Context: an optimization exercise on an open-source flow, tuned for small area, a short achievable clock period and few clock cycles per item. The choices shown serve that exercise and are no tape-out recipe. Only simulation tests tie the RTL to the original design; equivalence was not proved. Power is estimated from default activity; no workload was simulated.

### design/flow/config.mk
export PLATFORM = sky130hd
export DESIGN_NAME = bark_difference_hash_bits_core
export DESIGN_NICKNAME = bark_difference_hash_bits_core
export VERILOG_FILES = /design/flow/design.v
export SDC_FILE = /design/flow/constraint.sdc
export NUM_CORES = 4
export LEC_CHECK = 0
export CAP_MARGIN = 20
export CORE_MARGIN = 2
export CORE_UTILIZATION = 45
export CTS_BUF_LIST = sky130_fd_sc_hd__clkbuf_8 sky130_fd_sc_hd__clkbuf_16
export CTS_CLUSTER_DIAMETER = 50
export CTS_CLUSTER_SIZE = 16
export SETUP_SLACK_MARGIN = 5
export SLEW_MARGIN = 20
### design/flow/constraint.sdc
create_clock -name core_clock -period 9.0 [get_ports {aclk}]
set_input_delay 1.8000 -clock core_clock [delete_from_list [all_inputs] [get_ports {aclk}]]
set_output_delay 1.8000 -clock core_clock [all_outputs]
set_load 0.01 [all_outputs]
### design/flow/design.v
package bdh_pkg;
    localparam int CFG_IDX_W = 2;
    typedef logic [CFG_IDX_W-1:0] cfg_idx_t;
    localparam cfg_idx_t CFG_ENERGY_THR = 2'd0;
    localparam cfg_idx_t CFG_DIFF_THR   = 2'd1;
    localparam cfg_idx_t CFG_TOGGLE_CNT = 2'd2;
    localparam int CFG_DATA_W   = 32;
    localparam int TOGGLE_CNT_W = 6;
    localparam int MAX_TOGGLES  = 32;
    localparam int BAND_W     = 32;
    localparam int HASH_W     = 32;
    localparam int RANK_W     = 5;
    localparam int S_TDATA_W  = 32;
    localparam int M_TDATA_W  = 48;
    localparam int ST_W = 3;
    typedef logic [ST_W-1:0] state_t;
    localparam state_t ST_BAND  = 3'd0;
    localparam state_t ST_CALC  = 3'd1;
    localparam state_t ST_WRITE = 3'd2;
    localparam state_t ST_SCAN  = 3'd3;
    localparam state_t ST_DRAIN = 3'd4;
    localparam state_t ST_EMIT  = 3'd5;
    localparam state_t ST_EMIT0 = 3'd6;
endpackage
module bdh_ram #(
    parameter int WIDTH  = 8,
    parameter int DEPTH  = 32,
    parameter int ADDR_W = (DEPTH > 1) ? $clog2(DEPTH) : 1
) (
    input  logic              aclk,
    input  logic              we,
    input  logic [ADDR_W-1:0] waddr,
    input  logic [WIDTH-1:0]  wdata,
    input  logic              re,
    input  logic [ADDR_W-1:0] raddr,
    output logic [WIDTH-1:0]  rdata
);
    logic [WIDTH-1:0] mem [DEPTH];
    logic [WIDTH-1:0] rdata_reg;
    always_ff @(posedge aclk) begin
        if (we) begin
            mem[waddr] <= wdata;
        end
        if (re) begin
            rdata_reg <= mem[raddr];
        end
    end
    assign rdata = rdata_reg;
endmodule
import bdh_pkg::*;
module bark_difference_hash_bits_core #(
    parameter int NUM_BANDS    = 33,
    parameter int ENERGY_WIDTH = 32
) (
    input  logic                          aclk,
    input  logic                          aresetn,
    input  logic                          cfg_valid,
    output logic                          cfg_ready,
    input  bdh_pkg::cfg_idx_t             cfg_index,
    input  logic [bdh_pkg::CFG_DATA_W-1:0] cfg_data,
    input  logic                          s_tvalid,
    output logic                          s_tready,
    input  logic [bdh_pkg::S_TDATA_W-1:0] s_tdata,    
    input  logic [0:0]                    s_tuser,    
    output logic                          m_tvalid,
    input  logic                          m_tready,
    output logic [bdh_pkg::M_TDATA_W-1:0] m_tdata,
    output logic [0:0]                    m_tuser,    
    output logic                          m_tlast     
);
    localparam int NP = 32;      
    localparam int HW = 34;      
    logic [31:0] energy_thr_reg, diff_thr_reg;
    logic [5:0]  toggle_cnt_reg;
    logic        in_v_reg;               
    logic [31:0] in_e_reg;
    logic        in_u_reg;
    logic [5:0]  band_cnt_reg;           
    logic        band0_reg;              
    logic        first_reg;
    logic [31:0] prev_e_reg;
    logic [HW-1:0] a_reg;                
    logic [32:0]   dsel_reg;             
    logic [NP-1:0][32:0] dq;             
    logic          st_v_reg;
    logic [HW-1:0] st_h_reg;             
    logic          st_loud_reg;
    logic [4:0]    st_idx_reg;
    logic [31:0]   hash_acc_reg;
    logic [NP-1:0][HW-1:0] sh;           
    logic [NP-1:0][4:0]    sk;           
    logic [NP-1:0][4:0]    sx;           
    logic [NP-1:0]         si;           
    logic [NP-1:0]         sc;           
    logic [NP-1:0]         mask_reg;     
    logic [NP-1:0]         lm_reg;       
    logic [NP-1:0] pl_reg;               
    logic [4:0]    h0_reg, h1_reg;       
    logic          moved_reg;            
    logic          z_reg, one_reg;       
    logic        fc_reg;                 
    logic        pend_reg;               
    logic        active_reg;             
    logic        zero_reg;               
    logic        rank0_reg;              
    logic [4:0]  rank_reg, rank1_reg;    
    logic [5:0]  left_reg;               
    logic [31:0] sort_hash_reg;
    logic        m_valid_reg;
    logic [4:0]  m_rank_reg, m_idx_reg;
    logic        m_tv_reg, m_last_reg;
    logic        q_valid_reg;            
    logic [4:0]  q_rank_reg, q_idx_reg;
    logic        q_tv_reg, q_last_reg;
    logic step_reg, mv_reg, ins_reg, in_take_reg;
    logic rst_d_reg;                     
    logic step, mv, ins, in_take;
    assign step    = step_reg && !rst_d_reg;
    assign mv      = mv_reg && !rst_d_reg;
    assign ins     = ins_reg && !rst_d_reg;
    assign in_take = in_take_reg && !rst_d_reg;
    assign cfg_ready = 1'b1;
    logic s_tready_reg;                  
    assign s_tready  = s_tready_reg;
    logic in_v_n, st_v_n, fc_n, active_n, m_valid_n, q_valid_n, rank0_n, zero_n, band0_n;
    logic step_n, ins_ok_n;
    always_comb begin
        in_v_n    = (s_tvalid && s_tready) || (in_v_reg && !in_take);
        st_v_n    = (in_take && !band0_reg) || (st_v_reg && !ins);
        fc_n      = ins && (st_idx_reg == 5'd31);
        active_n  = fc_reg || (active_reg && !(step && (zero_reg || left_reg == 6'd1)));
        if (!m_valid_reg || m_tready) begin
            m_valid_n = q_valid_reg || step;
            q_valid_n = 1'b0;
        end else begin
            m_valid_n = m_valid_reg;
            q_valid_n = q_valid_reg || step;
        end
        rank0_n   = fc_reg || (rank0_reg && !step);
        zero_n    = fc_reg ? (toggle_cnt_reg == 6'd0) : zero_reg;
        band0_n   = in_take ? (!band0_reg && band_cnt_reg == 6'd32) : band0_reg;
        step_n   = active_n && !q_valid_n && (!rank0_n || !m_valid_n);
        ins_ok_n = !fc_n && (!active_n || step_n);
    end
    logic [32:0]   d_new;
    logic [HW-1:0] h_new, a_next;
    logic          loud, first_next;
    assign d_new  = {1'b0, prev_e_reg} - {1'b0, in_e_reg};
    assign h_new  = a_reg - {2'b00, in_e_reg};
    assign loud   = (prev_e_reg > energy_thr_reg) || (in_e_reg > energy_thr_reg);
    assign first_next = band0_reg ? (first_reg || in_u_reg) : first_reg;
    assign a_next = first_next ? {2'b00, in_e_reg}
                               : {2'b00, in_e_reg} - {dsel_reg[32], dsel_reg};
    logic [32:0] dsel_n;
    always_comb begin
        if (in_take && !band0_reg) dsel_n = band0_n ? dq[1] : dq[2];
        else                       dsel_n = band0_n ? dq[0] : dq[1];
    end
    logic h_bit;
    assign h_bit = st_loud_reg && (st_h_reg > {1'b1, 1'b0, diff_thr_reg});
    logic [NP-1:0] lt, gt;               
    genvar gn;
    generate
        for (gn = 0; gn < NP; gn++) begin : g_cmp
            assign lt[gn] = lm_reg[gn] && (sh[gn] < st_h_reg);
            assign gt[gn] = lm_reg[gn] && !(sh[gn] < st_h_reg) && !(sh[gn] == st_h_reg);
        end
    endgenerate
    logic [4:0] h0, h1;
    always_comb begin
        h0 = '0;
        h1 = '0;
        for (int j = 0; j < 16; j++) begin
            h0 = h0 + {4'd0, pl_reg[j]};
            h1 = h1 + {4'd0, pl_reg[16+j]};
        end
    end
    logic [NP-1:0] ob_any, ob_many;
    logic          pl_one;
    always_comb begin
        ob_any  = pl_reg;
        ob_many = '0;
        for (int l = 0; l < 5; l++)
            for (int j = 0; j < (NP >> (l + 1)); j++) begin
                ob_many[j] = ob_many[2*j] || ob_many[2*j+1] || (ob_any[2*j] && ob_any[2*j+1]);
                ob_any[j]  = ob_any[2*j] || ob_any[2*j+1];
            end
        pl_one = ob_any[0] && !ob_many[0];
    end
    logic [4:0] ksum;                    
    assign ksum = h0_reg + h1_reg;
    logic [NP-1:0] add_at;               
    always_comb begin
        add_at = '0;
        add_at[NP-1] = !moved_reg;
        add_at[NP-2] = moved_reg;
    end
    logic [NP-1:0] cand, win, incl;
    always_comb begin
        cand = sc;
        incl = cand;
        for (int l = 0; l < 5; l++)
            for (int j = 0; j < NP; j++)
                if ((j >> l) & 1) incl[j] = incl[j] | incl[((j >> l) << l) - 1];
        win[0] = cand[0];
        for (int j = 1; j < NP; j++) win[j] = cand[j] && !incl[j-1];
    end
    logic [4:0] win_idx;
    always_comb begin
        win_idx = '0;
        for (int j = 0; j < NP; j++) win_idx = win_idx | (win[j] ? sx[j] : 5'd0);
    end
    logic [NP-1:0] cnext;
    always_comb begin
        for (int j = 0; j < NP; j++)
            cnext[j] = si[j] ? (sk[j] <= rank_reg) : (sk[j] <= rank1_reg);
        if (pend_reg) cnext[NP-1] = z_reg || one_reg;
        cnext = cnext & mask_reg;
    end
    always_ff @(posedge aclk) begin
        if (s_tvalid && s_tready) begin
            in_e_reg <= s_tdata;
            in_u_reg <= s_tuser[0];
        end
        if (in_take) begin
            prev_e_reg <= in_e_reg;
            a_reg      <= a_next;
        end
        if (in_take && !band0_reg) begin
            for (int j = 0; j < NP - 1; j++) dq[j] <= dq[j+1];
            dq[NP-1]    <= d_new;
            st_h_reg    <= {~h_new[HW-1], h_new[HW-2:0]};
            st_loud_reg <= loud;
            st_idx_reg  <= band_cnt_reg[4:0] - 5'd1;
        end
        if (ins) begin
            for (int j = 0; j < NP - 1; j++) sh[j] <= sh[j+1];
            sh[NP-1] <= st_h_reg;
        end
        for (int j = 0; j < NP - 1; j++) begin
            if (mv && win[j+1]) begin
                sk[j] <= sk[0];
                si[j] <= si[0];
                sx[j] <= sx[0];
                sc[j] <= cnext[0];
            end else if (ins || (mv && mask_reg[j])) begin
                sk[j] <= sk[j+1] + {4'd0, si[j+1]} + (add_at[j+1] ? ksum : 5'd0);
                si[j] <= ins && gt[j+1];
                sx[j] <= sx[j+1];
                sc[j] <= cnext[j+1];
            end else begin
                if (add_at[j]) begin
                    sk[j] <= sk[j] + {4'd0, si[j]} + ksum;
                    si[j] <= 1'b0;
                end
                if (fc_reg) sc[j] <= (sk[j] == 5'd0) && !si[j] && (!add_at[j] || ksum == 5'd0);
            end
        end
        if (ins) begin
            sk[NP-1] <= 5'd0;
            sx[NP-1] <= st_idx_reg;
        end else begin
            sk[NP-1] <= sk[NP-1] + (add_at[NP-1] ? ksum : 5'd0);
        end
        si[NP-1] <= 1'b0;
        if (fc_reg) sc[NP-1] <= (pl_reg == '0);
        else if (ins || mv) sc[NP-1] <= 1'b0;
        pl_reg    <= ins ? lt : '0;
        h0_reg    <= h0;
        h1_reg    <= h1;
        moved_reg <= ins;
        if (fc_reg) begin
            z_reg   <= (pl_reg == '0);
            one_reg <= pl_one;
        end
        if (ins) begin
            hash_acc_reg <= {hash_acc_reg[30:0], h_bit};
        end
        if (step && rank0_reg) begin
            sort_hash_reg <= hash_acc_reg;
        end
        if (!m_valid_reg || m_tready) begin
            if (q_valid_reg) begin
                m_rank_reg <= q_rank_reg;
                m_idx_reg  <= q_idx_reg;
                m_tv_reg   <= q_tv_reg;
                m_last_reg <= q_last_reg;
            end else begin
                m_rank_reg <= rank_reg;
                m_idx_reg  <= zero_reg ? 5'd0 : win_idx;
                m_tv_reg   <= !zero_reg;
                m_last_reg <= zero_reg || (left_reg == 6'd1);
            end
        end
        if (!q_valid_reg) begin
            q_rank_reg <= rank_reg;
            q_idx_reg  <= zero_reg ? 5'd0 : win_idx;
            q_tv_reg   <= !zero_reg;
            q_last_reg <= zero_reg || (left_reg == 6'd1);
        end
        if (step) begin
            rank_reg   <= rank1_reg;
            rank1_reg  <= rank1_reg + 5'd1;
            rank0_reg  <= 1'b0;
            left_reg   <= left_reg - 6'd1;
            mask_reg   <= {1'b0, mask_reg[NP-1:1]};
        end
        pend_reg <= fc_reg;
        dsel_reg <= dsel_n;
        rst_d_reg <= !aresetn;
        step_reg    <= step_n;
        mv_reg      <= step_n && !zero_n;
        ins_reg     <= st_v_n && ins_ok_n;
        in_take_reg <= in_v_n && (band0_n || !st_v_n || ins_ok_n);
        s_tready_reg <= !aresetn || !in_v_n || (band0_n || !st_v_n || ins_ok_n);
        if (fc_reg) begin
            rank_reg  <= 5'd0;
            rank1_reg <= 5'd1;
            rank0_reg <= 1'b1;
            left_reg  <= (toggle_cnt_reg > 6'd32) ? 6'd32 : toggle_cnt_reg;
            zero_reg  <= (toggle_cnt_reg == 6'd0);
            mask_reg  <= '1;
        end
        if (!aresetn) begin
            energy_thr_reg <= 32'd25600;
            diff_thr_reg   <= 32'd2560;
            toggle_cnt_reg <= '0;
            in_v_reg       <= 1'b0;
            band_cnt_reg   <= '0;
            band0_reg      <= 1'b1;
            first_reg      <= 1'b1;
            st_v_reg       <= 1'b0;
            lm_reg         <= '0;
            fc_reg         <= 1'b0;
            active_reg     <= 1'b0;
            m_valid_reg    <= 1'b0;
            q_valid_reg    <= 1'b0;
        end else begin
            if (cfg_valid) begin
                case (cfg_index)
                    CFG_ENERGY_THR: energy_thr_reg <= cfg_data;
                    CFG_DIFF_THR:   diff_thr_reg   <= cfg_data;
                    CFG_TOGGLE_CNT: toggle_cnt_reg <= cfg_data[TOGGLE_CNT_W-1:0];
                    default: ;
                endcase
            end
            if (s_tvalid && s_tready) begin
                in_v_reg <= 1'b1;
            end else if (in_take) begin
                in_v_reg <= 1'b0;
            end
            if (in_take) begin
                first_reg <= first_next;
                if (band0_reg) begin
                    band_cnt_reg <= 6'd1;
                    band0_reg    <= 1'b0;
                end else if (band_cnt_reg == 6'd32) begin
                    band_cnt_reg <= 6'd0;
                    band0_reg    <= 1'b1;
                    first_reg    <= 1'b0;
                end else begin
                    band_cnt_reg <= band_cnt_reg + 6'd1;
                end
            end
            if (in_take && !band0_reg) begin
                st_v_reg <= 1'b1;
            end else if (ins) begin
                st_v_reg <= 1'b0;
            end
            if (ins) begin
                lm_reg <= (st_idx_reg == 5'd31) ? '0 : {1'b1, lm_reg[NP-1:1]};
            end
            fc_reg <= ins && (st_idx_reg == 5'd31);
            if (!m_valid_reg || m_tready) begin
                m_valid_reg <= q_valid_reg || step;
                q_valid_reg <= 1'b0;
            end else if (step) begin
                q_valid_reg <= 1'b1;
            end
            if (step && (zero_reg || left_reg == 6'd1)) begin
                active_reg <= 1'b0;
            end
            if (fc_reg) begin
                active_reg <= 1'b1;
            end
        end
    end
    assign m_tvalid = m_valid_reg;
    assign m_tdata  = {6'd0, m_idx_reg, m_rank_reg, sort_hash_reg};
    assign m_tuser  = m_tv_reg;
    assign m_tlast  = m_last_reg;
endmodule
### design/flow/flow/run.sh
#!/bin/bash
set -euo pipefail
sed -e 's/SETUP_SLACK_MARGIN=[0-9.]*/SETUP_SLACK_MARGIN=5.5/' standard.sh > standard_margin.sh
grep -q 'SETUP_SLACK_MARGIN=5.5' standard_margin.sh
bash standard_margin.sh > standard_flow.log 2>&1
### design/flow/standard.sh
#!/bin/bash
# synth_recipe.tcl (not shown) runs the flow's synth.tcl, then flattens the netlist and writes it again
# the make line also repeats each setting of config.mk as NAME=value (left out here)
make -C /OpenROAD-flow-scripts/flow DESIGN_CONFIG=/design/flow/config.mk WORK_HOME=/design/flow/orfs CLKGATE_MAP_FILE= SYNTH_SCRIPT=/design/flow/synth_recipe.tcl "${@:-finish}"
==> metrics.md <==
| Metric | Value |
|---|---|
| Status | `finished clean` |
| Fmax | `between 200 and 300 MHz` |
| First-pass GRT wire length | `526200 microns` |
| Mapped Cells | `slightly above 10000` |
| DP Area | `about 150000 sq um` |
| # rows | `205` |
| Max FFs per register | `1088` |
| Core area | `slightly above 300000 sq um` |
| Worst Tran Pin Value | `about 1.1 ns` |
| Largest stage delay on the critical path | `~0.5 ns` |
| # setup viols final | `0` |
| Storage cell area | `approximately 90000 sq um` |
| CP top delay family | `compound AO/OA/AOI/OAI gates` |
| Critical path origin | `st_h_reg[5]` |
| CP cell instances | `clkinvlp_4, buf_4, ha_1, nand4_1, nor2_1, a211oi_4, o221ai_1, a221o_1, a21oi_2, o21ai_0, buf_4, nand3_1, o21ai_1` |
| Gpl congestion | `between 0.9 and 1` |
| Worst EP required | `about 9.6 ns` |
| Total GRT Usage | `between 20% and 30%` |
| Total power | `between 30 and 40 mW` |
| Buf/Inv on CP | `3` |
| Clock sinks | `approximately 3000` |
| TritonCTS buffer count | `around 350` |
| Unrepaired setup endpoints after global routing | `yes` |
| R2r startpoint | `st_h_reg[5]` |
| Die H | `around 560 microns` |
| Fin. max-slew vios | `0` |
| Longest Clk Path Bufs | `4` |
| Final core utilization | `between 50% and 60%` |
| Synth Register Bits | `3004` |
| Max FO, Critical Path | `5` |
| Place WS | `roughly 4.5 ns` |
| Biggest register | `sh` |
| YS warnings | `1` |
| Post-synthesis cell area | `between 100000 and 150000 sq um` |
| Crit start category | `register` |
| Largest net degree at the start of global routing | `a little under 200` |
| Asr flop ratio synth | `0%` |
| Most frequent cells in the layout | `2745 x edfxtp_1, 1673 x ha_1, 666 x a21oi_1` |
| Vias in the first global route | `88292` |
| Clock latency (worst-skew pair) | `between 0.9 and 1 ns` |
| Initial antenna violation count | `15` |
| # H-tree levels | `5` |
| Slowest CP cell | `edfxtp_1` |
| Critical Path End Type | `register` |
| Die footprint | `roughly 320000 sq um` |
| Critical path type | `register to register` |
| Clk root buf | `clkbuf_16` |
| CTS tree | `done` |
| Normalized max-slew margin | `23.99%` |
| Fillers | `approximately 26000` |
| Number of port buffers | `around 120` |
| DRC Markers | `0` |
| Synthesized area per cell | `about 14 sq um` |
| Fin nets | `~12000` |
| VDD IR max | `0.1681 mV` |
| Synth top area share | `58.62%` |
| CTS clk-pin slew, worst paths | `roughly 0.070 ns` |
| Worst Path Arrival | `between 4 and 5 ns` |
| Post-DRT Antenna Nets | `0` |
| Post-Route Skew | `approximately 0.085 ns` |
| Vias per cell | `5.724` |
| Post-synth EDFFs | `between 2000 and 3000` |
| Hold Crit Class | `register to register` |
| Footprint of the multi-input gates | `about 52000 sq um` |
| Setup_tns | `0 ns` |
| Die X | `around 560 microns` |
| Main synth FF type | `edfxtp_1` |
| I/O pin cnt | `around 130` |
| Lkg Pwr | `61.70 nW` |
| DR vias | `86180` |
| Largest registers | `sh x1088, dq x1056` |
| Ranking of synthesized cells by area | `edfxtp_1 59%, ha_1 15%, dfxtp_1 3.7%, a21oi_1 2.4%, a21o_1 2.4%` |
| DRT Pass-1 Iters | `7` |
| Sequential fraction of the synthesis area | `between 60% and 70%` |
| Final hold vios | `0` |
| Cell repeated most along the worst path | `buf_4` |
| Final Cycle Share | `~39%` |
| Area Overhead vs Synth | `15.04%` |
| Drt wl/cell | `between 20 and 25 microns` |
| Power per cell area | `204.2 nW/um^2` |
| Commonest non-fill, non-tap cell in the layout | `edfxtp_1` |
| Fraction of layout cells with a size suffix above 1 | `between 10% and 20%` |
| Routed WL | `approximately 350000 microns` |
| Design area | `around 160000 sq um` |
| Fin crit period | `3.508 ns` |
| Area leader, netlist | `edfxtp_1` |
| Detailed-placement wirelength estimate | `approximately 240000 microns` |
| Congestion Overflow GR | `0` |
| Max Cap Violations | `0` |
| Distinct cell type count after synthesis | `a little over 90` |
| Hold_sp | `dq[559]` |
| Initial Utilization | `roughly 45%` |
| Final WS setup | `about 5.5 ns` |
| DR iter-0 viols | `7112` |
==> Yosys cell counts, types with 15 or more instances <==
master	n
a21o_1	455
xnor2_1	104
nor4_1	62
o22ai_1	22
nand3_1	208
nand4_1	285
and2_1	19
o21ai_1	22
o21a_1	113
nor2b_1	232
buf_1	16
nand2_1	669
o31ai_1	15
or4_1	22
a211oi_1	76
mux2_1	39
a21oi_1	683
or2_2	44
o21ai_0	396
a31oi_1	61
nand2b_1	144
nand3b_1	42
mux2_2	129
dfxtp_1	259
a221oi_1	39
edfxtp_1	2745
xor2_1	94
inv_1	337
clkbuf_1	171
o221ai_1	32
and3_1	63
a2111oi_0	17
o211ai_1	36
mux2i_1	16
ha_1	1690
nor3_1	77
fa_1	27
and4_1	23
a22oi_1	34
a311oi_1	30
nor2_1	358
==> power by group <==
group / switching, mW / leakage, nW / internal [mW]
Clock: 6.31 / 5.95 / 8.21
Sequential: 0.341 / 27.2 / 15.6
Combinational: 1.55 / 28.6 / 0.971
Total: 8.20 / 61.7 / 24.8
==> layout make-up <==
cell class                      instances  share of cell area [%]
Sequential cell                      3004                   54.19
Multi-Input combinational cell       6560                   32.24
Clock buffer                          369                   5.646
Tap cell                             4140                   3.202
Timing Repair Buffer                  358                   2.081
Clock inverter                        278                   1.812
Inverter                              340                  0.8153
Timing Repair inverter                  2                0.009282
Antenna cell                            5                0.007735
==> final timing paths <==
path / endpoint / slack (ns) / depth (start not counted)
min reg2reg: dq[526] / 0.36 / 0
max: si[24] / 5.49 / 13
min: dq[526] / 0.36 / 0
max reg2reg: si[24] / 5.49 / 13
==> routing by layer <==
metal	global-route usage (%)	wire, microns	vias to the layer above
met5	0	0	-
met4	6.974	11590	0
met3	3.756	21650	564
met2	35.58	163000	2452
met1	29.22	152100	42990
li1	-	-	40174
==> repair_timing <==
| action | in CTS | in global routing |
|---|---|---|
| endpoints found under the hold margin | 0 | 0 |
| setup endpoints to repair | 1241 | 726 |
| pin swaps | 15 | 63 |
| hold buffers | 0 | 0 |
| gates resized for setup | 240 | 168 |
| setup buffers | 46 | 62 |
| cloned | 3 | 2 |
==> cell families after synthesis <==
family	synth area share (%)
other	0.005341
muxes	1.459
DFF	62.31
xor gates and xnor gates	1.233
and+or+nand+nor	8.474
AOI/OAI and AO/OA	9.591
adders and majority gates	15.43
buffers and inverters	1.494
==> metrics by stage <==
stage | cells | hold slack, ns
2_1_floorplan | 10112 | 0.4003
3_3_place_gp | 14289 | 0.4005
3_5_place_dp | 14291 | 0.4045
4_1_cts | 14987 | 0.3681
5_1_grt | 15053 | 0.3897
6_report | 15056 | 0.3646
Testbench counts, summed over its fixed seeds: cycles 7,800, frames 192.

==> afterwards: timing with drivers on the ports <==
How much do the figures lean on ideal ports? The routed layout below was timed once more, with nothing changed but the port constraints.
Step 1 (the two cells are an assumption about what drives the block):
set clk [get_ports {aclk}]
set_driving_cell -lib_cell sky130_fd_sc_hd__clkbuf_16 $clk
set_driving_cell -lib_cell sky130_fd_sc_hd__buf_2 [delete_from_list [all_inputs] $clk]
Step 2, shift: input delay + t, output delay - t, t = (earliest + latest rising clock arrival at the registers) / 2. This alone moves slack from input paths to output paths.
a / b / c = ideal ports / drivers / drivers and shift; a / b = the first two.
t (ns): 1.012
slack for setup (ns): 5.492 / 5.439 / 4.836
worst hold slack (ns): 0.365 / 0.365 / 0.365
worst register clock-pin slew, ns: 0.07 / 0.07
pins driven straight from the clock port: 1
After both steps setup and hold are still met in this run. For this run, drivers alone change the setup slack by -0.053 ns; drivers and shift together by -0.656 ns.
